From an optimization exercise on the open Yosys and OpenROAD flow, aimed at small area; shortcuts taken in it are not production practice. Only simulation tests tie the RTL to the original design; equivalence was not proved. No activity file was given, so power comes from the tool's default toggle rates.

==> flow/design.v <==
package clkdiv_pkg;
  localparam longint unsigned CLK_FREQ_DEF = 64'd12_000_000;
  localparam int              CNT_W_DEF    = 32;
  localparam int              MIN_DIV      = 2;
  function automatic longint unsigned hz_to_div(
    input longint unsigned freq,
    input longint unsigned clk_hz
  );
    hz_to_div = (freq == 0) ? 64'd0 : clk_hz / freq;
  endfunction
endpackage
module clkdiv_channel
#(
  parameter int               CNT_W   = clkdiv_pkg::CNT_W_DEF,
  parameter logic [CNT_W-1:0] RST_DIV = CNT_W'(4)
) (
  input  logic             clk,
  input  logic             rst,
  input  logic             en,
  input  logic             sync,
  input  logic             ld_valid,
  input  logic [CNT_W-1:0] ld_hm,
  input  logic [CNT_W-1:0] ld_lm,
  output logic             slot_full,
  output logic             div_clk,
  output logic             div_pulse
);
  localparam logic [CNT_W-1:0] RST_HI = RST_DIV >> 1;
  localparam logic [CNT_W-1:0] RST_HM = RST_HI - CNT_W'(1);
  localparam logic [CNT_W-1:0] RST_LM = RST_DIV - CNT_W'(1) - RST_HI;
  logic [CNT_W-1:0] y_q, y_d, y_dec, yn_q;
  logic [CNT_W-1:0] lm_q, phm_q, plm_q, hm_use, lm_use;
  logic             ph_q, pv_q, pulse_q, dflt_q;
  logic             zero, fall, wrap, restart, apply, ld;
  logic [CNT_W:0]   borrow;
  assign y_q     = ~yn_q;
  assign zero    = (y_q == '0);
  assign fall    = en && !sync && ph_q && zero;
  assign wrap    = en && !sync && !ph_q && zero;
  assign restart = sync || wrap;
  assign apply   = pv_q && restart;
  assign ld      = ld_valid && !pv_q;
  assign hm_use  = (dflt_q && !pv_q) ? RST_HM : phm_q;
  assign lm_use  = dflt_q ? RST_LM : lm_q;
  always_comb begin
    borrow[0] = en;
    for (int b = 0; b < CNT_W; b++) begin
      y_dec[b]    = y_q[b] ^ borrow[b];
      borrow[b+1] = !y_q[b] & borrow[b];
    end
  end
  logic sel_h, sel_l, sel_c;
  assign sel_h = restart;
  assign sel_l = fall && !sync;
  assign sel_c = !restart && !fall;
  assign y_d = ({CNT_W{sel_h}} & hm_use) | ({CNT_W{sel_l}} & lm_use) |
               ({CNT_W{sel_c}} & y_dec);
  always_ff @(posedge clk or posedge rst) begin
    if (rst) begin
      yn_q    <= ~RST_HM;
      ph_q    <= 1'b1;
      pv_q    <= 1'b0;
      pulse_q <= 1'b0;
      dflt_q  <= 1'b1;
    end else begin
      yn_q    <= ~y_d;
      ph_q    <= restart || (ph_q && !fall);
      pv_q    <= pv_q ? !restart : ld_valid;
      pulse_q <= wrap;
      dflt_q  <= dflt_q && !apply;
    end
  end
  always_ff @(posedge clk) begin
    if (ld) begin
      phm_q <= ld_hm;
      plm_q <= ld_lm;
    end
    if (apply) lm_q <= plm_q;
  end
  assign slot_full = pv_q;
  assign div_clk   = ph_q;
  assign div_pulse = pulse_q;
endmodule
module clkdiv_multi_hz
#(
  parameter longint unsigned CLK_FREQ   = clkdiv_pkg::CLK_FREQ_DEF,
  parameter int              CHANNELS   = 4,
  parameter int              CNT_W      = clkdiv_pkg::CNT_W_DEF,
  parameter longint unsigned DEFAULT_HZ = 1
) (
  input  logic                clk,
  input  logic                rst,
  input  logic [CHANNELS-1:0] enable,
  input  logic                sync,
  input  logic                          cfg_valid,
  output logic                          cfg_ready,
  input  logic [((CHANNELS > 1) ? $clog2(CHANNELS) : 1)-1:0] cfg_chan,
  input  logic [CNT_W-1:0]              cfg_div,
  input  logic [CNT_W-1:0]              cfg_high,
  output logic [CHANNELS-1:0] divided_clk,
  output logic [CHANNELS-1:0] divided_pulse
);
  localparam int CH_W = (CHANNELS > 1) ? $clog2(CHANNELS) : 1;
  localparam int NSLOT = 2 ** CH_W;
  localparam longint unsigned P0 = clkdiv_pkg::hz_to_div(DEFAULT_HZ, CLK_FREQ);
  localparam logic [CNT_W-1:0] RST_DIV = CNT_W'(P0);
  localparam logic [CNT_W-1:0] ONE = CNT_W'(1);
  if (P0 < clkdiv_pkg::MIN_DIV || P0 >= (64'd1 << CNT_W)) begin : g_p0_bad
    $error("clkdiv_multi_hz: reset period out of range");
  end
  logic [CNT_W-1:0] dp, hp, sum, ld_hm, ld_lm;
  logic             carry, over;
  assign dp = {cfg_div[CNT_W-1:1], cfg_div[0] & (cfg_div[CNT_W-1:1] != '0)} |
              ((cfg_div[CNT_W-1:1] == '0) ? CNT_W'(2) : '0);
  assign hp = {cfg_high[CNT_W-1:1], cfg_high[0] | (cfg_high[CNT_W-1:1] == '0)};
  assign {carry, sum} = {1'b0, dp} + {1'b0, ~hp};
  assign over  = !carry;
  assign ld_hm = over ? dp - CNT_W'(2) : hp - ONE;
  assign ld_lm = over ? '0 : sum;
  logic [CHANNELS-1:0] full;
  logic [NSLOT-1:0]    full_pad;
  always_comb begin
    full_pad = '0;
    full_pad[CHANNELS-1:0] = full;
  end
  assign cfg_ready = ~full_pad[cfg_chan];
  for (genvar i = 0; i < CHANNELS; i++) begin : g_ch
    localparam logic [CH_W-1:0] IDX = CH_W'(i);
    logic ld;
    assign ld = cfg_valid && (cfg_chan == IDX);
    clkdiv_channel #(
      .CNT_W   (CNT_W),
      .RST_DIV (RST_DIV)
    ) u_ch (
      .clk       (clk),
      .rst       (rst),
      .en        (enable[i]),
      .sync      (sync),
      .ld_valid  (ld),
      .ld_hm     (ld_hm),
      .ld_lm     (ld_lm),
      .slot_full (full[i]),
      .div_clk   (divided_clk[i]),
      .div_pulse (divided_pulse[i])
    );
  end
endmodule
module clkdiv_bank16 (
  input  logic        clk,
  input  logic        rst,
  input  logic [15:0] enable,
  input  logic        sync,
  input  logic        cfg_valid,
  output logic        cfg_ready,
  input  logic [3:0]  cfg_chan,
  input  logic [15:0] cfg_div,
  input  logic [15:0] cfg_high,
  output logic [15:0] divided_clk,
  output logic [15:0] divided_pulse
);
  clkdiv_multi_hz #(
    .CLK_FREQ   (64'd12_000_000),
    .CHANNELS   (16),
    .CNT_W      (16),
    .DEFAULT_HZ (64'd3_000_000)
  ) u_div (
    .clk           (clk),
    .rst           (rst),
    .enable        (enable),
    .sync          (sync),
    .cfg_valid     (cfg_valid),
    .cfg_ready     (cfg_ready),
    .cfg_chan      (cfg_chan),
    .cfg_div       (cfg_div),
    .cfg_high      (cfg_high),
    .divided_clk   (divided_clk),
    .divided_pulse (divided_pulse)
  );
endmodule
==> flow/config.mk <==
export PLATFORM = sky130hd
export DESIGN_NAME = clkdiv_bank16
export DESIGN_NICKNAME = clkdiv_bank16
export VERILOG_FILES = /design/flow/design.v
export SDC_FILE = /design/flow/constraint.sdc
export NUM_CORES = 4
export LEC_CHECK = 0
export CAP_MARGIN = 20
export CORE_MARGIN = 2
export CORE_UTILIZATION = 65
export SLEW_MARGIN = 20
==> flow/constraint.sdc <==
create_clock -name core_clock -period 6.5 [get_ports {clk}]
set_input_delay 1.3000 -clock core_clock [delete_from_list [all_inputs] [get_ports {clk}]]
set_output_delay 1.3000 -clock core_clock [all_outputs]
set_load 0.01 [all_outputs]
standard.sh (not shown) runs the stock make flow with config.mk's settings and CLKGATE_MAP_FILE= SYNTH_SCRIPT=/design/flow/synth_recipe.tcl, a recipe that flattens the netlist after the stock synthesis.
==> flow/flow/run.sh <==
#!/bin/bash
# Standard ORFS layout (the standard.sh, standard synthesis unchanged),
# with these changes:
#  - after the standard synthesis, its combinational logic is re-mapped
#    for area by ABC (flow/remap.tcl); every flip-flop instance keeps its
#    name and cell type. The standard netlist is kept as std_1_2_yosys.v.
#  - port buffers use buf_1 instead of the default delay cell;
#  - CTS clusters up to 16 flip-flops per clkbuf_8 leaf buffer and inserts
#    no dummy loads.
# Each tool's output goes to a log here (make_*.log, remap.log); ORFS
# keeps each step's log under orfs/logs/.
set -euo pipefail
CTS="-sink_clustering_enable -repair_clock_nets -dont_use_dummy_load -sink_clustering_size 16 -sink_clustering_max_diameter 70 -buf_list sky130_fd_sc_hd__clkbuf_8"
ARGS=("CTS_ARGS=$CTS" "BUFFER_PORTS_ARGS=-buffer_cell sky130_fd_sc_hd__buf_1")

bash standard.sh "${ARGS[@]}" synth > make_synth.log 2>&1

R=orfs/results/$FLOW_PLATFORM/clkdiv_bank16/base
cp "$R/1_2_yosys.v" std_1_2_yosys.v
REMAP_LIB="$FLOW_HOME/platforms/$FLOW_PLATFORM/lib/sky130_fd_sc_hd__tt_025C_1v80.lib" \
REMAP_IN=std_1_2_yosys.v REMAP_OUT=remap_1_2_yosys.v \
REMAP_SCRIPT="strash;&get,-n;&deepsyn,-T,60;&put;dch,-f;map,-a;amap" \
REMAP_TOP="$FLOW_TOP" REMAP_STAT0=remap_stat_before.txt REMAP_STAT1=remap_stat_after.txt \
  yosys -c flow/remap.tcl > remap.log 2>&1
cp remap_1_2_yosys.v "$R/1_2_yosys.v"
rm -f "$R/1_synth.odb"

bash standard.sh "${ARGS[@]}" finish > make_finish.log 2>&1
==> flow/flow/remap.tcl <==
# Re-map the combinational logic of a mapped netlist for area; the
# flip-flop instances (names and cell types) are kept as they are.
yosys -import
set lib $::env(REMAP_LIB)
set in  $::env(REMAP_IN)
set out $::env(REMAP_OUT)
set scr $::env(REMAP_SCRIPT)
read_liberty -ignore_miss_func $lib
blackbox sky130_fd_sc_hd__df* sky130_fd_sc_hd__edf* sky130_fd_sc_hd__sdf* sky130_fd_sc_hd__dl* sky130_fd_sc_hd__sedf*
read_verilog $in
hierarchy -top $::env(REMAP_TOP)
tee -o $::env(REMAP_STAT0) stat -liberty $lib
flatten -noscopeinfo
opt_clean
abc -script +$scr -liberty $lib -dont_use *lpflow* -dont_use *probe*
setundef -zero
splitnets
opt_clean -purge
hilomap -singleton -hicell sky130_fd_sc_hd__conb_1 HI -locell sky130_fd_sc_hd__conb_1 LO
insbuf -buf sky130_fd_sc_hd__buf_4 A X
opt_clean -purge
tee -o $::env(REMAP_STAT1) stat -liberty $lib

write_verilog -noattr -nohex -nodec $out
==> next run, changes <==
--- a/flow/design.v
+++ b/flow/design.v
@@ -16,63 +16,66 @@
 ) (
   input  logic             clk,
   input  logic             rst,
   input  logic             en,
   input  logic             sync,
+  input  logic             fresh,
   input  logic             ld_valid,
   input  logic [CNT_W-1:0] ld_hm,
   input  logic [CNT_W-1:0] ld_lm,
   output logic             slot_full,
   output logic             div_clk,
   output logic             div_pulse
 );
   localparam logic [CNT_W-1:0] RST_HI = RST_DIV >> 1;
   localparam logic [CNT_W-1:0] RST_HM = RST_HI - CNT_W'(1);
   localparam logic [CNT_W-1:0] RST_LM = RST_DIV - CNT_W'(1) - RST_HI;
-  logic [CNT_W-1:0] y_q, y_d, y_dec, yn_q;
-  logic [CNT_W-1:0] lm_q, phm_q, plm_q, hm_use, lm_use;
-  logic             ph_q, pv_q, pulse_q, dflt_q;
+  logic [CNT_W-1:0] y_q, y_d, y_dec, yn_q, y_cur;
+  logic [CNT_W-1:0] lm_q, phm_q, plm_q;
+  logic             ph_q, pv_q, pulse_q, dflt_q, dflt_r;
   logic             zero, fall, wrap, restart, apply, ld;
   logic [CNT_W:0]   borrow;
   assign y_q     = ~yn_q;
-  assign zero    = (y_q == '0);
+  assign dflt_q  = dflt_r || fresh;
+  assign y_cur   = fresh ? RST_HM : y_q;
+  assign zero    = (y_cur == '0);
   assign fall    = en && !sync && ph_q && zero;
   assign wrap    = en && !sync && !ph_q && zero;
   assign restart = sync || wrap;
   assign apply   = pv_q && restart;
   assign ld      = ld_valid && !pv_q;
-  assign hm_use  = (dflt_q && !pv_q) ? RST_HM : phm_q;
-  assign lm_use  = dflt_q ? RST_LM : lm_q;
   always_comb begin
     borrow[0] = en;
     for (int b = 0; b < CNT_W; b++) begin
-      y_dec[b]    = y_q[b] ^ borrow[b];
-      borrow[b+1] = !y_q[b] & borrow[b];
+      y_dec[b]    = y_cur[b] ^ borrow[b];
+      borrow[b+1] = !y_cur[b] & borrow[b];
     end
   end
-  logic sel_h, sel_l, sel_c;
-  assign sel_h = restart;
-  assign sel_l = fall && !sync;
-  assign sel_c = !restart && !fall;
-  assign y_d = ({CNT_W{sel_h}} & hm_use) | ({CNT_W{sel_l}} & lm_use) |
+  logic use_rst_h, sel_hp, sel_hc, sel_lp, sel_lc, sel_c;
+  assign use_rst_h = dflt_q && !pv_q;
+  assign sel_hp = restart && !use_rst_h;
+  assign sel_hc = restart && use_rst_h;
+  assign sel_lp = fall && !dflt_q;
+  assign sel_lc = fall && dflt_q;
+  assign sel_c  = !restart && !fall;
+  assign y_d = ({CNT_W{sel_hp}} & phm_q) | ({CNT_W{sel_hc}} & RST_HM) |
+               ({CNT_W{sel_lp}} & lm_q)  | ({CNT_W{sel_lc}} & RST_LM) |
                ({CNT_W{sel_c}} & y_dec);
   always_ff @(posedge clk or posedge rst) begin
     if (rst) begin
-      yn_q    <= ~RST_HM;
       ph_q    <= 1'b1;
       pv_q    <= 1'b0;
       pulse_q <= 1'b0;
-      dflt_q  <= 1'b1;
     end else begin
-      yn_q    <= ~y_d;
       ph_q    <= restart || (ph_q && !fall);
       pv_q    <= pv_q ? !restart : ld_valid;
       pulse_q <= wrap;
-      dflt_q  <= dflt_q && !apply;
     end
   end
   always_ff @(posedge clk) begin
+    yn_q   <= ~y_d;
+    dflt_r <= dflt_q && !apply;
     if (ld) begin
       phm_q <= ld_hm;
       plm_q <= ld_lm;
     end
     if (apply) lm_q <= plm_q;
@@ -122,10 +125,15 @@
   always_comb begin
     full_pad = '0;
     full_pad[CHANNELS-1:0] = full;
   end
   assign cfg_ready = ~full_pad[cfg_chan];
+  logic fresh_q;
+  always_ff @(posedge clk or posedge rst) begin
+    if (rst) fresh_q <= 1'b1;
+    else     fresh_q <= 1'b0;
+  end
   for (genvar i = 0; i < CHANNELS; i++) begin : g_ch
     localparam logic [CH_W-1:0] IDX = CH_W'(i);
     logic ld;
     assign ld = cfg_valid && (cfg_chan == IDX);
     clkdiv_channel #(
@@ -134,10 +142,11 @@
     ) u_ch (
       .clk       (clk),
       .rst       (rst),
       .en        (enable[i]),
       .sync      (sync),
+      .fresh     (fresh_q),
       .ld_valid  (ld),
       .ld_hm     (ld_hm),
       .ld_lm     (ld_lm),
       .slot_full (full[i]),
       .div_clk   (divided_clk[i]),
The new run finished clean; design area is lower by a few percent; routed wire length drops slightly; sequential share of layout area goes down by 1.5 points; clock skew rises by 0.036 ns; worst setup slack gains 0.40 ns; sequential power climbs slightly; via count grows slightly; clock power hardly moves; synthesized area shrinks by a few percent; register-to-register slack gets better by 0.32 ns.

---

run A:
Another version of the RTL of clkdiv_bank16 (not shown whole).
For scale: ~2900 cells after synthesis, roughly 0.039 sq mm of cells after synthesis.
==> module clkdiv_channel, before the edit <==
module clkdiv_channel
#(
  parameter int               CNT_W   = clkdiv_pkg::CNT_W_DEF,
  parameter logic [CNT_W-1:0] RST_DIV = CNT_W'(4)
) (
  input  logic             clk,
  input  logic             rst,
  input  logic             en,
  input  logic             sync,
  input  logic             fresh,
  input  logic             ld_valid,
  input  logic [CNT_W-1:0] ld_hm,
  input  logic [CNT_W-1:0] ld_lm,
  output logic             slot_full,
  output logic             div_clk,
  output logic             div_pulse
);
  localparam logic [CNT_W-1:0] RST_HI = RST_DIV >> 1;
  localparam logic [CNT_W-1:0] RST_HM = RST_HI - CNT_W'(1);
  localparam logic [CNT_W-1:0] RST_LM = RST_DIV - CNT_W'(1) - RST_HI;
  logic [CNT_W-1:0] y_q, y_d, y_dec, yn_q, y_cur;
  logic [CNT_W-1:0] lm_q, phm_q, plm_q;
  logic             ph_q, pv_q, pulse_q, dflt_q;
  logic             zero, fall, wrap, restart, apply, ld;
  logic [CNT_W:0]   borrow;
  assign y_q     = ~yn_q;
  assign y_cur   = fresh ? RST_HM : y_q;
  assign zero    = (y_cur == '0);
  assign fall    = en && !sync && ph_q && zero;
  assign wrap    = en && !sync && !ph_q && zero;
  assign restart = sync || wrap;
  assign apply   = pv_q && restart;
  assign ld      = ld_valid && !pv_q;
  always_comb begin
    borrow[0] = en;
    for (int b = 0; b < CNT_W; b++) begin
      y_dec[b]    = y_cur[b] ^ borrow[b];
      borrow[b+1] = !y_cur[b] & borrow[b];
    end
  end
  logic use_rst_h, sel_hp, sel_hc, sel_lp, sel_lc, sel_c;
  assign use_rst_h = dflt_q && !pv_q;
  assign sel_hp = restart && !use_rst_h;
  assign sel_hc = restart && use_rst_h;
  assign sel_lp = fall && !dflt_q;
  assign sel_lc = fall && dflt_q;
  assign sel_c  = !restart && !fall;
  assign y_d = ({CNT_W{sel_hp}} & phm_q) | ({CNT_W{sel_hc}} & RST_HM) |
               ({CNT_W{sel_lp}} & lm_q)  | ({CNT_W{sel_lc}} & RST_LM) |
               ({CNT_W{sel_c}} & y_dec);
  always_ff @(posedge clk or posedge rst) begin
    if (rst) begin
      ph_q    <= 1'b1;
      pv_q    <= 1'b0;
      pulse_q <= 1'b0;
      dflt_q  <= 1'b1;
    end else begin
      ph_q    <= restart || (ph_q && !fall);
      pv_q    <= pv_q ? !restart : ld_valid;
      pulse_q <= wrap;
      dflt_q  <= dflt_q && !apply;
    end
  end
  always_ff @(posedge clk) begin
    yn_q <= ~y_d;
    if (ld) begin
      phm_q <= ld_hm;
      plm_q <= ld_lm;
    end
    if (apply) lm_q <= plm_q;
  end
  assign slot_full = pv_q;
  assign div_clk   = ph_q;
  assign div_pulse = pulse_q;
endmodule
==> module clkdiv_multi_hz, before the edit <==
module clkdiv_multi_hz
#(
  parameter longint unsigned CLK_FREQ   = clkdiv_pkg::CLK_FREQ_DEF,
  parameter int              CHANNELS   = 4,
  parameter int              CNT_W      = clkdiv_pkg::CNT_W_DEF,
  parameter longint unsigned DEFAULT_HZ = 1
) (
  input  logic                clk,
  input  logic                rst,
  input  logic [CHANNELS-1:0] enable,
  input  logic                sync,
  input  logic                          cfg_valid,
  output logic                          cfg_ready,
  input  logic [((CHANNELS > 1) ? $clog2(CHANNELS) : 1)-1:0] cfg_chan,
  input  logic [CNT_W-1:0]              cfg_div,
  input  logic [CNT_W-1:0]              cfg_high,
  output logic [CHANNELS-1:0] divided_clk,
  output logic [CHANNELS-1:0] divided_pulse
);
  localparam int CH_W = (CHANNELS > 1) ? $clog2(CHANNELS) : 1;
  localparam int NSLOT = 2 ** CH_W;
  localparam longint unsigned P0 = clkdiv_pkg::hz_to_div(DEFAULT_HZ, CLK_FREQ);
  localparam logic [CNT_W-1:0] RST_DIV = CNT_W'(P0);
  localparam logic [CNT_W-1:0] ONE = CNT_W'(1);
  if (P0 < clkdiv_pkg::MIN_DIV || P0 >= (64'd1 << CNT_W)) begin : g_p0_bad
    $error("clkdiv_multi_hz: reset period out of range");
  end
  logic [CNT_W-1:0] dp, hp, sum, ld_hm, ld_lm;
  logic             carry, over;
  assign dp = {cfg_div[CNT_W-1:1], cfg_div[0] & (cfg_div[CNT_W-1:1] != '0)} |
              ((cfg_div[CNT_W-1:1] == '0) ? CNT_W'(2) : '0);
  assign hp = {cfg_high[CNT_W-1:1], cfg_high[0] | (cfg_high[CNT_W-1:1] == '0)};
  assign {carry, sum} = {1'b0, dp} + {1'b0, ~hp};
  assign over  = !carry;
  assign ld_hm = over ? dp - CNT_W'(2) : hp - ONE;
  assign ld_lm = over ? '0 : sum;
  logic [CHANNELS-1:0] full;
  logic [NSLOT-1:0]    full_pad;
  always_comb begin
    full_pad = '0;
    full_pad[CHANNELS-1:0] = full;
  end
  assign cfg_ready = ~full_pad[cfg_chan];
  logic fresh_q;
  always_ff @(posedge clk or posedge rst) begin
    if (rst) fresh_q <= 1'b1;
    else     fresh_q <= 1'b0;
  end
  for (genvar i = 0; i < CHANNELS; i++) begin : g_ch
    localparam logic [CH_W-1:0] IDX = CH_W'(i);
    logic ld;
    assign ld = cfg_valid && (cfg_chan == IDX);
    clkdiv_channel #(
      .CNT_W   (CNT_W),
      .RST_DIV (RST_DIV)
    ) u_ch (
      .clk       (clk),
      .rst       (rst),
      .en        (enable[i]),
      .sync      (sync),
      .fresh     (fresh_q),
      .ld_valid  (ld),
      .ld_hm     (ld_hm),
      .ld_lm     (ld_lm),
      .slot_full (full[i]),
      .div_clk   (divided_clk[i]),
      .div_pulse (divided_pulse[i])
    );
  end
endmodule
export LEC_CHECK = 0
export CAP_MARGIN = 20
export CORE_MARGIN = 2
export CORE_UTILIZATION = 65
export SLEW_MARGIN = 20
create_clock -name core_clock -period 6.5 [get_ports {clk}]
Scripts as last shown in full above: flow/flow/run.sh, flow/flow/remap.tcl
### run A -> run X
==> flow/design.v, changed modules only <==
module clkdiv_channel
#(
  parameter int               CNT_W   = clkdiv_pkg::CNT_W_DEF,
  parameter logic [CNT_W-1:0] RST_DIV = CNT_W'(4)
) (
  input  logic             clk,
  input  logic             rst,
  input  logic             en,
  input  logic             sync,
  input  logic             ld_valid,
  input  logic [CNT_W-1:0] ld_hm,
  input  logic [CNT_W-1:0] ld_lm,
  output logic             slot_full,
  output logic             div_clk,
  output logic             div_pulse
);
  localparam logic [CNT_W-1:0] RST_HI = RST_DIV >> 1;
  localparam logic [CNT_W-1:0] RST_HM = RST_HI - CNT_W'(1);
  localparam logic [CNT_W-1:0] RST_LM = RST_DIV - CNT_W'(1) - RST_HI;
  logic [CNT_W-1:0] y_q, y_d, y_dec, yn_q, y_cur;
  logic [CNT_W-1:0] lm_q, phm_q, plm_q;
  logic             ph_q, pv_q, pulse_q, dflt_q, yr_q;
  logic             zero, fall, wrap, restart, apply, ld;
  logic [CNT_W:0]   borrow;
  assign y_q     = ~yn_q;
  assign y_cur   = yr_q ? RST_HM : y_q;
  assign zero    = (y_cur == '0);
  assign fall    = en && !sync && ph_q && zero;
  assign wrap    = en && !sync && !ph_q && zero;
  assign restart = sync || wrap;
  assign apply   = pv_q && restart;
  assign ld      = ld_valid && !pv_q;
  always_comb begin
    borrow[0] = en;
    for (int b = 0; b < CNT_W; b++) begin
      y_dec[b]    = y_cur[b] ^ borrow[b];
      borrow[b+1] = !y_cur[b] & borrow[b];
    end
  end
  logic use_rst_h, sel_hp, sel_hc, sel_lp, sel_lc, sel_c;
  assign use_rst_h = dflt_q && !pv_q;
  assign sel_hp = restart && !use_rst_h;
  assign sel_hc = restart && use_rst_h;
  assign sel_lp = fall && !dflt_q;
  assign sel_lc = fall && dflt_q;
  assign sel_c  = !restart && !fall;
  assign y_d = ({CNT_W{sel_hp}} & phm_q) | ({CNT_W{sel_hc}} & RST_HM) |
               ({CNT_W{sel_lp}} & lm_q)  | ({CNT_W{sel_lc}} & RST_LM) |
               ({CNT_W{sel_c}} & y_dec);
  always_ff @(posedge clk or posedge rst) begin
    if (rst) begin
      yr_q    <= 1'b1;
      ph_q    <= 1'b1;
      pv_q    <= 1'b0;
      pulse_q <= 1'b0;
      dflt_q  <= 1'b1;
    end else begin
      yr_q    <= 1'b0;
      ph_q    <= restart || (ph_q && !fall);
      pv_q    <= pv_q ? !restart : ld_valid;
      pulse_q <= wrap;
      dflt_q  <= dflt_q && !apply;
    end
  end
  always_ff @(posedge clk) begin
    yn_q <= ~y_d;
    if (ld) begin
      phm_q <= ld_hm;
      plm_q <= ld_lm;
    end
    if (apply) lm_q <= plm_q;
  end
  assign slot_full = pv_q;
  assign div_clk   = ph_q;
  assign div_pulse = pulse_q;
endmodule
module clkdiv_multi_hz
#(
  parameter longint unsigned CLK_FREQ   = clkdiv_pkg::CLK_FREQ_DEF,
  parameter int              CHANNELS   = 4,
  parameter int              CNT_W      = clkdiv_pkg::CNT_W_DEF,
  parameter longint unsigned DEFAULT_HZ = 1
) (
  input  logic                clk,
  input  logic                rst,
  input  logic [CHANNELS-1:0] enable,
  input  logic                sync,
  input  logic                          cfg_valid,
  output logic                          cfg_ready,
  input  logic [((CHANNELS > 1) ? $clog2(CHANNELS) : 1)-1:0] cfg_chan,
  input  logic [CNT_W-1:0]              cfg_div,
  input  logic [CNT_W-1:0]              cfg_high,
  output logic [CHANNELS-1:0] divided_clk,
  output logic [CHANNELS-1:0] divided_pulse
);
  localparam int CH_W = (CHANNELS > 1) ? $clog2(CHANNELS) : 1;
  localparam int NSLOT = 2 ** CH_W;
  localparam longint unsigned P0 = clkdiv_pkg::hz_to_div(DEFAULT_HZ, CLK_FREQ);
  localparam logic [CNT_W-1:0] RST_DIV = CNT_W'(P0);
  localparam logic [CNT_W-1:0] ONE = CNT_W'(1);
  if (P0 < clkdiv_pkg::MIN_DIV || P0 >= (64'd1 << CNT_W)) begin : g_p0_bad
    $error("clkdiv_multi_hz: reset period out of range");
  end
  logic [CNT_W-1:0] dp, hp, sum, ld_hm, ld_lm;
  logic             carry, over;
  assign dp = {cfg_div[CNT_W-1:1], cfg_div[0] & (cfg_div[CNT_W-1:1] != '0)} |
              ((cfg_div[CNT_W-1:1] == '0) ? CNT_W'(2) : '0);
  assign hp = {cfg_high[CNT_W-1:1], cfg_high[0] | (cfg_high[CNT_W-1:1] == '0)};
  assign {carry, sum} = {1'b0, dp} + {1'b0, ~hp};
  assign over  = !carry;
  assign ld_hm = over ? dp - CNT_W'(2) : hp - ONE;
  assign ld_lm = over ? '0 : sum;
  logic [CHANNELS-1:0] full;
  logic [NSLOT-1:0]    full_pad;
  always_comb begin
    full_pad = '0;
    full_pad[CHANNELS-1:0] = full;
  end
  assign cfg_ready = ~full_pad[cfg_chan];
  for (genvar i = 0; i < CHANNELS; i++) begin : g_ch
    localparam logic [CH_W-1:0] IDX = CH_W'(i);
    logic ld;
    assign ld = cfg_valid && (cfg_chan == IDX);
    clkdiv_channel #(
      .CNT_W   (CNT_W),
      .RST_DIV (RST_DIV)
    ) u_ch (
      .clk       (clk),
      .rst       (rst),
      .en        (enable[i]),
      .sync      (sync),
      .ld_valid  (ld),
      .ld_hm     (ld_hm),
      .ld_lm     (ld_lm),
      .slot_full (full[i]),
      .div_clk   (divided_clk[i]),
      .div_pulse (divided_pulse[i])
    );
  end
endmodule
--- outcome ---
Taking run A as the reference, in run X worst setup slack has increased, core utilization has remained practically unchanged, power has remained practically unchanged, number of buffer and inverter stages on the critical path has increased, setup slack of the worst register-to-register path has decreased.
Taking run A as the reference, in run X transition time at the pin with the least slew margin went up by 0.090 ns; non-clock buffer count now sits lower; period utilization lower.
Status: ratio of routed vias to standard cells parity (run X, run A)
Total non-filler cell area in the finished layout: run X vs run A, no meaningful difference
Between run X and run A, the difference in portion of total power attributed to combinational logic is negligible.
Of the two values seen for launch point of the critical path, cfg_div[9] was produced by run A and cfg_div[8] by run X.
Delta (run X minus run A): total length of routed met2 wires moved up; number of gates given a new drive strength after cts moved down.

==> re-timing with driven ports <==
How much do the figures lean on ideal ports? The routed layouts below were timed once more, with nothing changed but the port constraints.
Step 1, drivers: a clkbuf_16 drives clk and a buf_2 each remaining input, both assumed.
Step 2 adds t to the input delays and takes it off the output delays; t is the mean of the earliest and latest rising clock arrival at the registers after step 1. Input paths then give back, and output paths get back, about the clock's delay inside the block.
Three values: ideal, step 1, step 2; two values: the first two.
| run | shift t [ns] | setup slack, ns | hold WS [ns] | worst setup path after step 2 | pins driven straight from the clock port |
|---|---|---|---|---|---|
| the first run of note 1 | 0.726 | 0.418 / 0.452 / -0.274 | 0.352 / 0.352 / 0.352 | input to register | 1 |
| the second run of note 1 | 0.708 | 0.815 / 0.854 / 0.146 | 0.377 / 0.377 / 0.377 | input to register | 1 |
| run A | 0.719 | 0.523 / 0.561 / -0.158 | 0.360 / 0.360 / 0.360 | input to register | 1 |
| run X | 0.739 | 0.587 / 0.621 / -0.118 | 0.395 / 0.395 / 0.395 | input to register | 1 |
With both steps, setup timing fails in the first run of note 1, run A and run X, where it was met with ideal ports. For run X, which loses most, drivers alone change the setup slack by +0.034 ns; drivers and shift together by -0.705 ns.
